This is an optimization exercise on Yosys and OpenROAD, whose aim is small area, a short achievable clock period and few clock cycles per item, not a production implementation. In this exercise RTL edits were held to simulation tests only and were not proved equivalent to the original.

**flow/config.mk**
```make
export PLATFORM = sky130hd
export DESIGN_NAME = procedural_wipe_blend
export DESIGN_NICKNAME = procedural_wipe_blend
export VERILOG_FILES = /design/flow/design.v
export SDC_FILE = /design/flow/constraint.sdc
export NUM_CORES = 4
export LEC_CHECK = 0
export CAP_MARGIN = 20
export CORE_MARGIN = 2
export CORE_UTILIZATION = 40
export SLEW_MARGIN = 20
```
**flow/constraint.sdc**
```tcl
create_clock -name core_clock -period 7.0 [get_ports {clock}]
set_input_delay 1.4000 -clock core_clock [delete_from_list [all_inputs] [get_ports {clock}]]
set_output_delay 1.4000 -clock core_clock [all_outputs]
set_load 0.01 [all_outputs]
```
**flow/design.v**
```verilog
package pwb_pkg;
   localparam int CSR_INDEX_WIDTH = 3;
   localparam int CSR_DATA_WIDTH  = 32;
   localparam logic [CSR_INDEX_WIDTH-1:0] CSR_WIPE_MODE     = 3'd0;
   localparam logic [CSR_INDEX_WIDTH-1:0] CSR_RATE          = 3'd1;
   localparam logic [CSR_INDEX_WIDTH-1:0] CSR_FRAME_WIDTH   = 3'd2;
   localparam logic [CSR_INDEX_WIDTH-1:0] CSR_FRAME_HEIGHT  = 3'd3;
   localparam logic [CSR_INDEX_WIDTH-1:0] CSR_DISSOLVE_SEED = 3'd4;
   localparam logic [6:0] MODE_SOFT_DOWN   = 7'd2;
   localparam logic [6:0] MODE_SOFT_UP     = 7'd3;
   localparam logic [6:0] MODE_SOFT_RIGHT  = 7'd4;
   localparam logic [6:0] MODE_SOFT_LEFT   = 7'd5;
   localparam logic [6:0] MODE_SPLIT_OPEN  = 7'd6;
   localparam logic [6:0] MODE_SPLIT_CLOSE = 7'd7;
   localparam logic [6:0] MODE_DIAMOND_64  = 7'd8;
   localparam logic [6:0] MODE_DIAMOND_32  = 7'd9;
   localparam logic [6:0] MODE_DIAMOND_16  = 7'd10;
   localparam logic [6:0] MODE_DISSOLVE    = 7'd21;
   localparam logic [8:0]  WEIGHT_FULL   = 9'd256;
   localparam logic [8:0]  DIAMOND_FLOOR = 9'd16;
   localparam int          SOFT_OFFSET   = 255;
   localparam int          SPLIT_OFFSET  = 127;
   localparam int          SPLIT_HALF    = 64;
   localparam logic [5:0]  DIAMOND_MASK  = 6'h3f;
   localparam logic [5:0]  DIAMOND_HALF  = 6'd32;
   localparam logic [6:0]  DIAMOND_SPAN  = 7'd96;
   localparam logic [31:0] HASH_MUL_A    = 32'h9e3779b9;
   localparam logic [31:0] HASH_MUL_B    = 32'h7feb352d;
   typedef enum logic [2:0] {
      CLS_FADE,
      CLS_SOFT_LEAD,
      CLS_SOFT_TRAIL,
      CLS_SPLIT_OPEN,
      CLS_SPLIT_CLOSE,
      CLS_DIAMOND,
      CLS_DISSOLVE
   } pwb_class_type;
   typedef struct packed {
      logic [6:0]  wipe_mode;
      logic [8:0]  rate;
      logic [11:0] frame_width;
      logic [11:0] frame_height;
      logic [31:0] dissolve_seed;
   } pwb_cfg_type;
   localparam pwb_cfg_type CFG_RESET = {7'd0, 9'd0, 12'd800, 12'd600, 32'd0};
   typedef struct packed {
      logic [7:0] old_red;
      logic [7:0] old_green;
      logic [7:0] old_blue;
      logic [7:0] new_red;
      logic [7:0] new_green;
      logic [7:0] new_blue;
   } pwb_pix_type;
endpackage
module pwb_weight #(
   parameter int COORD_WIDTH = 12
) (
   input  logic                   clock,
   input  logic                   reset,
   input  pwb_pkg::pwb_cfg_type   cfg,
   input  logic                   in_valid,
   output logic                   in_ready,
   input  logic [COORD_WIDTH-1:0] in_x,
   input  logic [COORD_WIDTH-1:0] in_y,
   input  pwb_pkg::pwb_pix_type   in_pix,
   output logic                   out_valid,
   input  logic                   out_ready,
   output logic [8:0]             out_weight,
   output pwb_pkg::pwb_pix_type   out_pix
);
   localparam int TW = ((COORD_WIDTH > 13) ? COORD_WIDTH : 13) + 2;
   localparam int YW = COORD_WIDTH + 12;
   logic adv1, adv2, adv3, adv4;
   logic [10:0] hw;
   logic [8:0]                r_in;
   pwb_pkg::pwb_class_type    cls_in;
   logic                      use_y_in;
   logic                      rise_in;
   logic [12:0]               base;
   logic [8:0]                factor;
   logic [21:0]               edge_prod;
   logic [12:0]               edge_in;
   logic signed [TW-1:0]      xd;
   logic signed [TW-1:0]      a_in;
   logic [YW-1:0]             yw_in;
   logic [31:0]               seedk_in;
   logic [1:0]                sh;
   logic [5:0]                dmask;
   logic [5:0]                dhalf;
   logic [6:0]                dspan;
   logic [5:0]                xm;
   logic [5:0]                ym;
   logic signed [6:0]         dx;
   logic signed [6:0]         dy;
   logic [5:0]                dax_in;
   logic [5:0]                day_in;
   logic [15:0]               ext_prod;
   logic signed [7:0]         ext_in;
   logic [17:0]               sq_prod;
   logic [8:0]                dw_in;
   logic                      s1_valid_ff;
   logic [COORD_WIDTH-1:0]    s1_x_ff;
   logic [8:0]                s1_r_ff;
   pwb_pkg::pwb_class_type    s1_cls_ff;
   logic [12:0]               s1_edge_ff;
   logic signed [TW-1:0]      s1_a_ff;
   logic [YW-1:0]             s1_yw_ff;
   logic [31:0]               s1_seedk_ff;
   logic [5:0]                s1_dax_ff;
   logic [5:0]                s1_day_ff;
   logic signed [7:0]         s1_ext_ff;
   logic [8:0]                s1_dw_ff;
   pwb_pkg::pwb_pix_type      s1_pix_ff;
   logic signed [TW-1:0]      edge_s;
   logic signed [TW-1:0]      hw_s;
   logic signed [TW-1:0]      b_in;
   logic [31:0]               hash_v0;
   logic [31:0]               hash_v1;
   logic [22:0]               hash_in;
   logic signed [8:0]         drhs;
   logic                      inside_in;
   logic                      s2_valid_ff;
   logic [8:0]                s2_r_ff;
   pwb_pkg::pwb_class_type    s2_cls_ff;
   logic signed [TW-1:0]      s2_a_ff;
   logic signed [TW-1:0]      s2_b_ff;
   logic [22:0]               s2_hash_ff;
   logic                      s2_inside_ff;
   logic [8:0]                s2_dw_ff;
   pwb_pkg::pwb_pix_type      s2_pix_ff;
   logic signed [TW-1:0]      t;
   logic                      neg;
   logic [8:0]                wipe_in;
   logic [22:0]               p_in;
   logic [8:0]                dsel_in;
   logic                      s3_valid_ff;
   logic [8:0]                s3_r_ff;
   pwb_pkg::pwb_class_type    s3_cls_ff;
   logic [8:0]                s3_wipe_ff;
   logic [22:0]               s3_p_ff;
   logic [8:0]                s3_dsel_ff;
   pwb_pkg::pwb_pix_type      s3_pix_ff;
   logic [7:0]                hbyte;
   logic [8:0]                w_in;
   logic                      s4_valid_ff;
   logic [8:0]                s4_w_ff;
   pwb_pkg::pwb_pix_type      s4_pix_ff;
   assign adv4     = !s4_valid_ff || out_ready;
   assign adv3     = !s3_valid_ff || adv4;
   assign adv2     = !s2_valid_ff || adv3;
   assign adv1     = !s1_valid_ff || adv2;
   assign in_ready = adv1;
   assign hw = cfg.frame_width[11:1];
   always_comb begin
      r_in     = (cfg.rate > pwb_pkg::WEIGHT_FULL) ? pwb_pkg::WEIGHT_FULL : cfg.rate;
      cls_in   = pwb_pkg::CLS_FADE;
      use_y_in = 1'b0;
      rise_in  = 1'b0;
      unique case (cfg.wipe_mode)
         pwb_pkg::MODE_SOFT_DOWN: begin
            cls_in   = pwb_pkg::CLS_SOFT_LEAD;
            use_y_in = 1'b1;
         end
         pwb_pkg::MODE_SOFT_UP: begin
            cls_in   = pwb_pkg::CLS_SOFT_TRAIL;
            use_y_in = 1'b1;
            rise_in  = 1'b1;
         end
         pwb_pkg::MODE_SOFT_RIGHT: begin
            cls_in = pwb_pkg::CLS_SOFT_LEAD;
         end
         pwb_pkg::MODE_SOFT_LEFT: begin
            cls_in  = pwb_pkg::CLS_SOFT_TRAIL;
            rise_in = 1'b1;
         end
         pwb_pkg::MODE_SPLIT_OPEN: begin
            cls_in = pwb_pkg::CLS_SPLIT_OPEN;
         end
         pwb_pkg::MODE_SPLIT_CLOSE: begin
            cls_in  = pwb_pkg::CLS_SPLIT_CLOSE;
            rise_in = 1'b1;
         end
         pwb_pkg::MODE_DIAMOND_64, pwb_pkg::MODE_DIAMOND_32,
         pwb_pkg::MODE_DIAMOND_16: begin
            cls_in = pwb_pkg::CLS_DIAMOND;
         end
         pwb_pkg::MODE_DISSOLVE: begin
            cls_in = pwb_pkg::CLS_DISSOLVE;
         end
         default: begin
            cls_in = pwb_pkg::CLS_FADE;
         end
      endcase
      if (cls_in == pwb_pkg::CLS_SPLIT_OPEN || cls_in == pwb_pkg::CLS_SPLIT_CLOSE) begin
         base = {2'b00, hw} + 13'(pwb_pkg::SPLIT_OFFSET);
      end else if (use_y_in) begin
         base = {1'b0, cfg.frame_height} + 13'(pwb_pkg::SOFT_OFFSET);
      end else begin
         base = {1'b0, cfg.frame_width} + 13'(pwb_pkg::SOFT_OFFSET);
      end
      factor    = rise_in ? r_in : (pwb_pkg::WEIGHT_FULL - r_in);
      edge_prod = 22'(base) * 22'(factor);
      edge_in   = edge_prod[20:8];
      xd = $signed({{(TW-COORD_WIDTH){1'b0}}, in_x}) - $signed({{(TW-11){1'b0}}, hw});
      if (cls_in == pwb_pkg::CLS_SPLIT_OPEN || cls_in == pwb_pkg::CLS_SPLIT_CLOSE) begin
         a_in = (xd < 0) ? -xd : xd;
      end else if (use_y_in) begin
         a_in = $signed({{(TW-COORD_WIDTH){1'b0}}, in_y});
      end else begin
         a_in = $signed({{(TW-COORD_WIDTH){1'b0}}, in_x});
      end
      yw_in    = YW'(in_y) * YW'(cfg.frame_width);
      seedk_in = cfg.dissolve_seed * pwb_pkg::HASH_MUL_A;
      sh       = 2'(cfg.wipe_mode - pwb_pkg::MODE_DIAMOND_64);
      dmask    = pwb_pkg::DIAMOND_MASK >> sh;
      dhalf    = pwb_pkg::DIAMOND_HALF >> sh;
      dspan    = pwb_pkg::DIAMOND_SPAN >> sh;
      xm       = in_x[5:0] & dmask;
      ym       = in_y[5:0] & dmask;
      dx       = $signed({1'b0, xm}) - $signed({1'b0, dhalf});
      dy       = $signed({1'b0, ym}) - $signed({1'b0, dhalf});
      dax_in   = 6'((dx < 0) ? -dx : dx);
      day_in   = 6'((dy < 0) ? -dy : dy);
      ext_prod = 16'(dspan) * 16'(r_in);
      ext_in   = $signed({1'b0, ext_prod[14:8]}) - $signed({2'b00, dhalf});
      sq_prod  = 18'(r_in) * 18'(r_in);
      dw_in    = pwb_pkg::DIAMOND_FLOOR + sq_prod[17:9];
   end
   always_ff @(posedge clock) begin
      if (reset) begin
         s1_valid_ff <= 1'b0;
      end else if (adv1) begin
         s1_valid_ff <= in_valid;
      end
   end
   always_ff @(posedge clock) begin
      if (adv1) begin
         s1_x_ff     <= in_x;
         s1_r_ff     <= r_in;
         s1_cls_ff   <= cls_in;
         s1_edge_ff  <= edge_in;
         s1_a_ff     <= a_in;
         s1_yw_ff    <= yw_in;
         s1_seedk_ff <= seedk_in;
         s1_dax_ff   <= dax_in;
         s1_day_ff   <= day_in;
         s1_ext_ff   <= ext_in;
         s1_dw_ff    <= dw_in;
         s1_pix_ff   <= in_pix;
      end
   end
   always_comb begin
      edge_s = $signed({{(TW-13){1'b0}}, s1_edge_ff});
      hw_s   = $signed({{(TW-11){1'b0}}, hw});
      case (s1_cls_ff)
         pwb_pkg::CLS_SOFT_LEAD:   b_in = TW'(pwb_pkg::SOFT_OFFSET) - edge_s;
         pwb_pkg::CLS_SOFT_TRAIL:  b_in = edge_s;
         pwb_pkg::CLS_SPLIT_OPEN:  b_in = hw_s - edge_s + TW'(pwb_pkg::SPLIT_OFFSET);
         pwb_pkg::CLS_SPLIT_CLOSE: b_in = edge_s - hw_s;
         default:                  b_in = '0;
      endcase
      hash_v0   = 32'(s1_x_ff) + 32'(s1_yw_ff) + s1_seedk_ff;
      hash_v1   = hash_v0 ^ (hash_v0 >> 16);
      hash_in   = hash_v1[22:0];
      drhs      = $signed({3'b000, s1_day_ff}) + $signed({s1_ext_ff[7], s1_ext_ff});
      inside_in = $signed({3'b000, s1_dax_ff}) < drhs;
   end
   always_ff @(posedge clock) begin
      if (reset) begin
         s2_valid_ff <= 1'b0;
      end else if (adv2) begin
         s2_valid_ff <= s1_valid_ff;
      end
   end
   always_ff @(posedge clock) begin
      if (adv2) begin
         s2_r_ff      <= s1_r_ff;
         s2_cls_ff    <= s1_cls_ff;
         s2_a_ff      <= s1_a_ff;
         s2_b_ff      <= b_in;
         s2_hash_ff   <= hash_in;
         s2_inside_ff <= inside_in;
         s2_dw_ff     <= s1_dw_ff;
         s2_pix_ff    <= s1_pix_ff;
      end
   end
   always_comb begin
      neg = (s2_cls_ff == pwb_pkg::CLS_SOFT_TRAIL) || (s2_cls_ff == pwb_pkg::CLS_SPLIT_OPEN);
      t   = neg ? (s2_b_ff - s2_a_ff) : (s2_b_ff + s2_a_ff);
      case (s2_cls_ff)
         pwb_pkg::CLS_SOFT_LEAD, pwb_pkg::CLS_SOFT_TRAIL: begin
            if (t <= 0) begin
               wipe_in = 9'd0;
            end else if (t >= pwb_pkg::SOFT_OFFSET) begin
               wipe_in = pwb_pkg::WEIGHT_FULL;
            end else begin
               wipe_in = 9'(t);
            end
         end
         default: begin
            if (t <= 0) begin
               wipe_in = 9'd0;
            end else if (t >= pwb_pkg::SPLIT_OFFSET) begin
               wipe_in = pwb_pkg::WEIGHT_FULL;
            end else begin
               wipe_in = {t[7:0], 1'b0} + {8'd0, (t >= pwb_pkg::SPLIT_HALF)};
            end
         end
      endcase
      p_in    = s2_hash_ff * pwb_pkg::HASH_MUL_B[22:0];
      dsel_in = s2_inside_ff ? s2_dw_ff : 9'd0;
   end
   always_ff @(posedge clock) begin
      if (reset) begin
         s3_valid_ff <= 1'b0;
      end else if (adv3) begin
         s3_valid_ff <= s2_valid_ff;
      end
   end
   always_ff @(posedge clock) begin
      if (adv3) begin
         s3_r_ff    <= s2_r_ff;
         s3_cls_ff  <= s2_cls_ff;
         s3_wipe_ff <= wipe_in;
         s3_p_ff    <= p_in;
         s3_dsel_ff <= dsel_in;
         s3_pix_ff  <= s2_pix_ff;
      end
   end
   always_comb begin
      hbyte = s3_p_ff[7:0] ^ s3_p_ff[22:15];
      case (s3_cls_ff)
         pwb_pkg::CLS_SOFT_LEAD, pwb_pkg::CLS_SOFT_TRAIL,
         pwb_pkg::CLS_SPLIT_OPEN, pwb_pkg::CLS_SPLIT_CLOSE: w_in = s3_wipe_ff;
         pwb_pkg::CLS_DIAMOND:  w_in = s3_dsel_ff;
         pwb_pkg::CLS_DISSOLVE: w_in = ({1'b0, hbyte} < s3_r_ff) ? pwb_pkg::WEIGHT_FULL : 9'd0;
         default:               w_in = s3_r_ff;
      endcase
   end
   always_ff @(posedge clock) begin
      if (reset) begin
         s4_valid_ff <= 1'b0;
      end else if (adv4) begin
         s4_valid_ff <= s3_valid_ff;
      end
   end
   always_ff @(posedge clock) begin
      if (adv4) begin
         s4_w_ff   <= w_in;
         s4_pix_ff <= s3_pix_ff;
      end
   end
   assign out_valid  = s4_valid_ff;
   assign out_weight = s4_w_ff;
   assign out_pix    = s4_pix_ff;
endmodule
module pwb_blend (
   input  logic                 clock,
   input  logic                 reset,
   input  logic                 in_valid,
   output logic                 in_ready,
   input  logic [8:0]           in_weight,
   input  pwb_pkg::pwb_pix_type in_pix,
   output logic                 out_valid,
   input  logic                 out_ready,
   output logic [7:0]           out_red,
   output logic [7:0]           out_green,
   output logic [7:0]           out_blue,
   output logic [8:0]           out_weight
);
   logic             adv5, adv6;
   logic [8:0]       inv_w;
   logic [2:0][7:0]  old_ch;
   logic [2:0][7:0]  new_ch;
   logic [2:0][15:0] po_in;
   logic [2:0][15:0] pn_in;
   logic [2:0][16:0] sum;
   logic [2:0][7:0]  mix_in;
   logic             s5_valid_ff;
   logic [2:0][15:0] s5_po_ff;
   logic [2:0][15:0] s5_pn_ff;
   logic [8:0]       s5_w_ff;
   logic             s6_valid_ff;
   logic [2:0][7:0]  s6_mix_ff;
   logic [8:0]       s6_w_ff;
   assign adv6     = !s6_valid_ff || out_ready;
   assign adv5     = !s5_valid_ff || adv6;
   assign in_ready = adv5;
   always_comb begin
      inv_w     = pwb_pkg::WEIGHT_FULL - in_weight;
      old_ch[0] = in_pix.old_red;
      old_ch[1] = in_pix.old_green;
      old_ch[2] = in_pix.old_blue;
      new_ch[0] = in_pix.new_red;
      new_ch[1] = in_pix.new_green;
      new_ch[2] = in_pix.new_blue;
      for (int i = 0; i < 3; i++) begin
         po_in[i] = 16'(old_ch[i]) * 16'(inv_w);
         pn_in[i] = 16'(new_ch[i]) * 16'(in_weight);
      end
   end
   always_ff @(posedge clock) begin
      if (reset) begin
         s5_valid_ff <= 1'b0;
      end else if (adv5) begin
         s5_valid_ff <= in_valid;
      end
   end
   always_ff @(posedge clock) begin
      if (adv5) begin
         s5_po_ff <= po_in;
         s5_pn_ff <= pn_in;
         s5_w_ff  <= in_weight;
      end
   end
   always_comb begin
      for (int i = 0; i < 3; i++) begin
         sum[i]    = {1'b0, s5_po_ff[i]} + {1'b0, s5_pn_ff[i]};
         mix_in[i] = sum[i][15:8];
      end
   end
   always_ff @(posedge clock) begin
      if (reset) begin
         s6_valid_ff <= 1'b0;
      end else if (adv6) begin
         s6_valid_ff <= s5_valid_ff;
      end
   end
   always_ff @(posedge clock) begin
      if (adv6) begin
         s6_mix_ff <= mix_in;
         s6_w_ff   <= s5_w_ff;
      end
   end
   assign out_valid  = s6_valid_ff;
   assign out_red    = s6_mix_ff[0];
   assign out_green  = s6_mix_ff[1];
   assign out_blue   = s6_mix_ff[2];
   assign out_weight = s6_w_ff;
endmodule
module procedural_wipe_blend (
   input  logic        clock,
   input  logic        reset,
   input  logic        csr_valid,
   output logic        csr_ready,
   input  logic [2:0]  csr_index,
   input  logic [31:0] csr_data,
   input  logic        req_valid,
   output logic        req_ready,
   input  logic [11:0] req_pixel_x,
   input  logic [11:0] req_pixel_y,
   input  logic [7:0]  req_old_red,
   input  logic [7:0]  req_old_green,
   input  logic [7:0]  req_old_blue,
   input  logic [7:0]  req_new_red,
   input  logic [7:0]  req_new_green,
   input  logic [7:0]  req_new_blue,
   output logic        rsp_valid,
   input  logic        rsp_ready,
   output logic [7:0]  rsp_out_red,
   output logic [7:0]  rsp_out_green,
   output logic [7:0]  rsp_out_blue,
   output logic [8:0]  rsp_mix_weight
);
   localparam int COORD_WIDTH = 12;
   pwb_pkg::pwb_cfg_type cfg_ff;
   pwb_pkg::pwb_cfg_type cfg_in;
   pwb_pkg::pwb_pix_type req_pix;
   pwb_pkg::pwb_pix_type mid_pix;
   logic                 mid_valid;
   logic                 mid_ready;
   logic [8:0]           mid_weight;
   assign csr_ready = 1'b1;
   always_comb begin
      cfg_in = cfg_ff;
      if (csr_valid) begin
         unique case (csr_index)
            pwb_pkg::CSR_WIPE_MODE:     cfg_in.wipe_mode     = csr_data[6:0];
            pwb_pkg::CSR_RATE:          cfg_in.rate          = csr_data[8:0];
            pwb_pkg::CSR_FRAME_WIDTH:   cfg_in.frame_width   = csr_data[11:0];
            pwb_pkg::CSR_FRAME_HEIGHT:  cfg_in.frame_height  = csr_data[11:0];
            pwb_pkg::CSR_DISSOLVE_SEED: cfg_in.dissolve_seed = csr_data[31:0];
            default: begin
               cfg_in = cfg_ff;
            end
         endcase
      end
   end
   always_ff @(posedge clock) begin
      if (reset) begin
         cfg_ff <= pwb_pkg::CFG_RESET;
      end else begin
         cfg_ff <= cfg_in;
      end
   end
   assign req_pix.old_red   = req_old_red;
   assign req_pix.old_green = req_old_green;
   assign req_pix.old_blue  = req_old_blue;
   assign req_pix.new_red   = req_new_red;
   assign req_pix.new_green = req_new_green;
   assign req_pix.new_blue  = req_new_blue;
   pwb_weight #(
      .COORD_WIDTH (COORD_WIDTH)
   ) u_weight (
      .clock      (clock),
      .reset      (reset),
      .cfg        (cfg_ff),
      .in_valid   (req_valid),
      .in_ready   (req_ready),
      .in_x       (req_pixel_x),
      .in_y       (req_pixel_y),
      .in_pix     (req_pix),
      .out_valid  (mid_valid),
      .out_ready  (mid_ready),
      .out_weight (mid_weight),
      .out_pix    (mid_pix)
   );
   pwb_blend u_blend (
      .clock      (clock),
      .reset      (reset),
      .in_valid   (mid_valid),
      .in_ready   (mid_ready),
      .in_weight  (mid_weight),
      .in_pix     (mid_pix),
      .out_valid  (rsp_valid),
      .out_ready  (rsp_ready),
      .out_red    (rsp_out_red),
      .out_green  (rsp_out_green),
      .out_blue   (rsp_out_blue),
      .out_weight (rsp_mix_weight)
   );
endmodule
```
**flow/run.sh**
```bash
#!/bin/bash
# synth_recipe.tcl (not shown) runs the flow's synth.tcl, then flattens the netlist and writes it again
# the make line also repeats each setting of config.mk as NAME=value (left out here)
make -C /OpenROAD-flow-scripts/flow DESIGN_CONFIG=/design/flow/config.mk WORK_HOME=/design/flow/orfs CLKGATE_MAP_FILE= SYNTH_SCRIPT=/design/flow/synth_recipe.tcl finish
```
==> run_results.csv <==
group,metric,value,unit
routing,wl_per_cell,18.1,um
setup_path,path_max_fanout,5,
setup_path,cp_num_cells,21,
setup_path,critical_path_class,"flip-flop to flip-flop",
setup_path,path_buf_inv,4,
yosys,synth_top_cell_by_area,"edfxtp_1",
yosys,synth_top_cell_area_share,26.3,%
yosys,netlist_instances,6545,
clock_tree,cts_max_level,3,
yosys,synth_compound_area_share,7.05,%
clock_tree,clock_latency,700,ps
sta,slew_viol_final,0,
global_route,grt_start_max_net_pins,152,
yosys,synthesis.area,0.0680,mm2
yosys,synth_xor_area_share,5.24,%
yosys,synth_fa_ha_area_share,39.6,%
setup_path,slowest_stage,"fa_1",
placed_design,port_buffers,146,
floorplan,coreArea,0.169,mm2
routing,met1Wirelength,72.6,mm
sta,fin_tns_setup,0,ps
sta,rsz0062_at_grt,"true",
floorplan,rows,151,
setup_path,startpoint,"cfg_ff[11]$_SDFFE_PP0P_",
global_route,grt-ovfl-total,0,
yosys,synth_edf_count,596,
global_route,grt_pass1_wl,261,mm
routing,first_pass_iters,5,
setup_path,endpoint,"u_weight.s1_seedk_ff[31]$_DFFE_PP_",
setup_path,r2r_setup_slack,300,ps
setup_path,crit_top_cell,"fa_1",
routing,drt-vias-per-instance,4.97,
clock_tree,cts_buffer_depth,3,
clock_tree,clk_pin_slew,70,ps
yosys,synth_top_cells_by_count,"inv_1 (1221), ha_1 (865), fa_1 (805)",
worst_hold_path,hp-class,"flip-flop to flip-flop",
setup_path,end_kind,"flip-flop",
placed_design,place_congestion,0.892,
yosys,synth_most_common_cell,"inv_1",
yosys,synth_area_leaders,"edfxtp_1 (26%), fa_1 (24%), ha_1 (16%)",
global_route,grt_antenna_before_repair,2,
routing,num_vias,44983,
routing,routed.top_layer,"met4",
yosys,synth_cell_types,87,
yosys,avgSynthCellArea,10.4,um2
floorplan,die_w,416,um
yosys,yosys.area_share.simple,11.1,%
routing,wl_met3,6.39,mm
sta,fin_ws,302,ps
final_layout,syn2layout_area_growth,11.3,%
setup_path,crit_arrival,7130,ps
flow_run,drv_cap,0,
setup_path,cp_top_family,"adder cells",
sta,clock_skew,33.2,ps
global_route,grt_usage,19.2,%
yosys,ys.flop_type,"edfxtp_1",
routing,drt-initial-drc-count,2517,
yosys,ys_seq_area_share,28.8,%
final_layout,nNetsFinal,8552,
setup_path,cp-start-kind,"flip-flop",
setup_path,r2r-end,"u_weight.s1_seedk_ff[31]$_DFFE_PP_",
floorplan,start_util,40.2,%
sta,fin_crit,6700,ps
sta,final.period_utilization,95.7,%
placed_design,place_hpwl,133,mm
clock_tree,cts_inserted_buffers,81,
sta,finalSetupViolCount,0,
sta,hold_ws,387,ps
clock_tree,cts.sinks,679,
final_layout,drive_above_1_share,5.44,%
yosys,synth_top_family_by_area,"adder cells",
setup_path,reg2regPathDepth,21,
floorplan,io_pins,148,
setup_path,r2r-start,"cfg_ff[11]$_SDFFE_PP0P_",
yosys,async_flop_share,0,%
run_status,status,"no timing/DRC/antenna violations",
floorplan,die_y,416,um
clock_tree,cts_tree,"done",
clock_tree,cts-root-buf,"clkbuf_16",
global_route,first_global_vias,47611,
placed_design,dpl_worst_slack,-204,ps
yosys,yosys_warnings,3,
setup_path,critPathMaxStageDelay,570,ps
routing,met2WireLength,79.8,mm
sta,report.final.hold_viol_count,0,
yosys,ys_ff_latch,679,
routing,wl,163,mm
setup_path,cp.required,7440,ps
yosys,synth_mux_area_share,0.401,%
setup_path,path_cells,"inv_1 > fa_1 > fa_1 > inv_1 > fa_1 > inv_1 > fa_1 > inv_1 > fa_1 > fa_1 > fa_1 > fa_1 > ha_1 > and3_1 > and2_1 > nor3b_1 > o21ai_1 > a211oi_2 > a211o_1 > a21oi_1 > xnor2_1",
floorplan,dieArea,0.173,mm2
sta,slew_headroom,28.1,%
sta,max_freq,0.149,GHz
routing,ant_nets,0,
sta,max_slew.worst_pin.slew,1080,ps
routing,drc,0,
## per-layer routing
layer	vias up	GRT usage [%]
met5	-	0
met4	0	5.59
met3	217	2.59
met2	833	33.1
met1	22341	25.1
li1	21592	-
## metrics by stage
stage          utilization, %  cell area (um2)  std cells
6_report                 44.8            75700       9054
2_1_floorplan               -            68000       6557
3_3_place_gp             43.1            72900       8903
4_1_cts                  44.7            75600       9051
5_1_grt                  44.8            75700       9053
3_5_place_dp             43.1            72900       8903
## sequential cells by signal, indices dropped and copies added (netlist names), 23 cells and up, named ones only
register,cells
u_weight.s2_pix_ff,48
u_weight.s2_hash_ff,23
u_weight.s3_pix_ff,48
u_blend.s6_mix_ff,24
u_weight.s1_pix_ff,48
u_blend.s5_po_ff,48
cfg_ff,72
u_weight.s1_yw_ff,24
u_blend.s5_pn_ff,48
u_weight.s1_seedk_ff,32
u_weight.s4_pix_ff,48
## cells in the final DEF (no fill, tap or decap), drive strengths merged, types with 24 or more instances in the layout
| cell | count |
|---|---|
| buf | 160 |
| clkbuf | 94 |
| clkinv | 36 |
| nand3 | 46 |
| xor2 | 89 |
| fa | 805 |
| or2 | 28 |
| a21oi | 258 |
| ha | 865 |
| o21bai | 24 |
| nor2b | 62 |
| a21o | 58 |
| edfxtp | 596 |
| xnor2 | 318 |
| nand2b | 42 |
| a21boi | 32 |
| nor2 | 348 |
| and2 | 302 |
| a31oi | 30 |
| nand2 | 603 |
| inv | 1231 |
| nor3 | 62 |
| a211oi | 24 |
| clkdlybuf4s50 | 145 |
| o21a | 32 |
| dfxtp | 83 |
| o21ai | 176 |
| or3 | 24 |
## worst min-delay path by stage
stage	from	endpoint	cells past startpoint
2_1_floorplan	u_blend.s5_w_ff[0]$_DFFE_PP_	u_blend.s6_w_ff[0]$_DFFE_PP_	0
3_3_place_gp	u_weight.s1_a_ff[12]$_SDFFCE_PN0P_	u_weight.s2_a_ff[12]$_DFFE_PP_	0
3_5_place_dp	u_weight.s1_dw_ff[7]$_DFFE_PP_	u_weight.s2_dw_ff[7]$_DFFE_PP_	0
4_1_cts	u_weight.s1_a_ff[14]$_SDFFCE_PN0P_	u_weight.s2_a_ff[14]$_DFFE_PP_	0
5_1_grt	u_weight.s1_a_ff[14]$_SDFFCE_PN0P_	u_weight.s2_a_ff[14]$_DFFE_PP_	0
6_report	u_weight.s1_a_ff[14]$_SDFFCE_PN0P_	u_weight.s2_a_ff[14]$_DFFE_PP_	0
## repair_timing
action,in CTS,in global routing
endpoints found under the setup margin,0,10
hold buffers,0,0
setup buffers,0,1
resized for setup,0,16
## kinds of logic (layout without fill, tap and decap cells)
group,after synthesis,after routing
XOR/XNOR,407,407
other,2,15
flip-flops,679,679
AND/OR/NAND/NOR,1600,1600
adder cells (fa/ha/maj),1671,1671
multiplexers,25,25
buffers and inverters,1402,1680
AO/OA/AOI/OAI,759,759
## final cells by class
class                   count  area, um2
diodes                      1       2.50
inverters                1227       4610
clock buffers              94       2160
multi-input cells        4476      43300
flip-flops and latches    679      19600
well taps                2218       2780
fillers                 15760      93400
clock inverters            54        576
repair buffers            305       2680
Testbench counts, summed over its fixed seeds: cycles 16,768, items 16,384.

## port drivers added, routing unchanged
Ports are ideal in the flow. The routed layout listed here was re-timed in OpenROAD.
Step 1 (the two cells are an assumption about what drives the block):
set clk [get_ports {clock}]
set_driving_cell -lib_cell sky130_fd_sc_hd__clkbuf_16 $clk
set_driving_cell -lib_cell sky130_fd_sc_hd__buf_2 [delete_from_list [all_inputs] $clk]
Step 2 moves the port delays by t, midway between the first and last clock arrival at a register: inputs arrive t later, outputs are due t later. That takes back most of the time a late clock gives input paths.
Three values: ideal ports, drivers, drivers and shift; two values: the first two.
shift t [ns]: 0.760
slack for setup (ns): 0.302 / 0.302 / -0.214
hold slack, ns: 0.387 / 0.387 / 0.387
worst register clock-pin slew, ns: 0.07 / 0.07
worst data-port slew with drivers (ns): 0.07
Met with ideal ports but missed after step 2: setup timing in this run. The setup slack of this run moves by 0.000 ns with the drivers and by -0.516 ns with both steps.
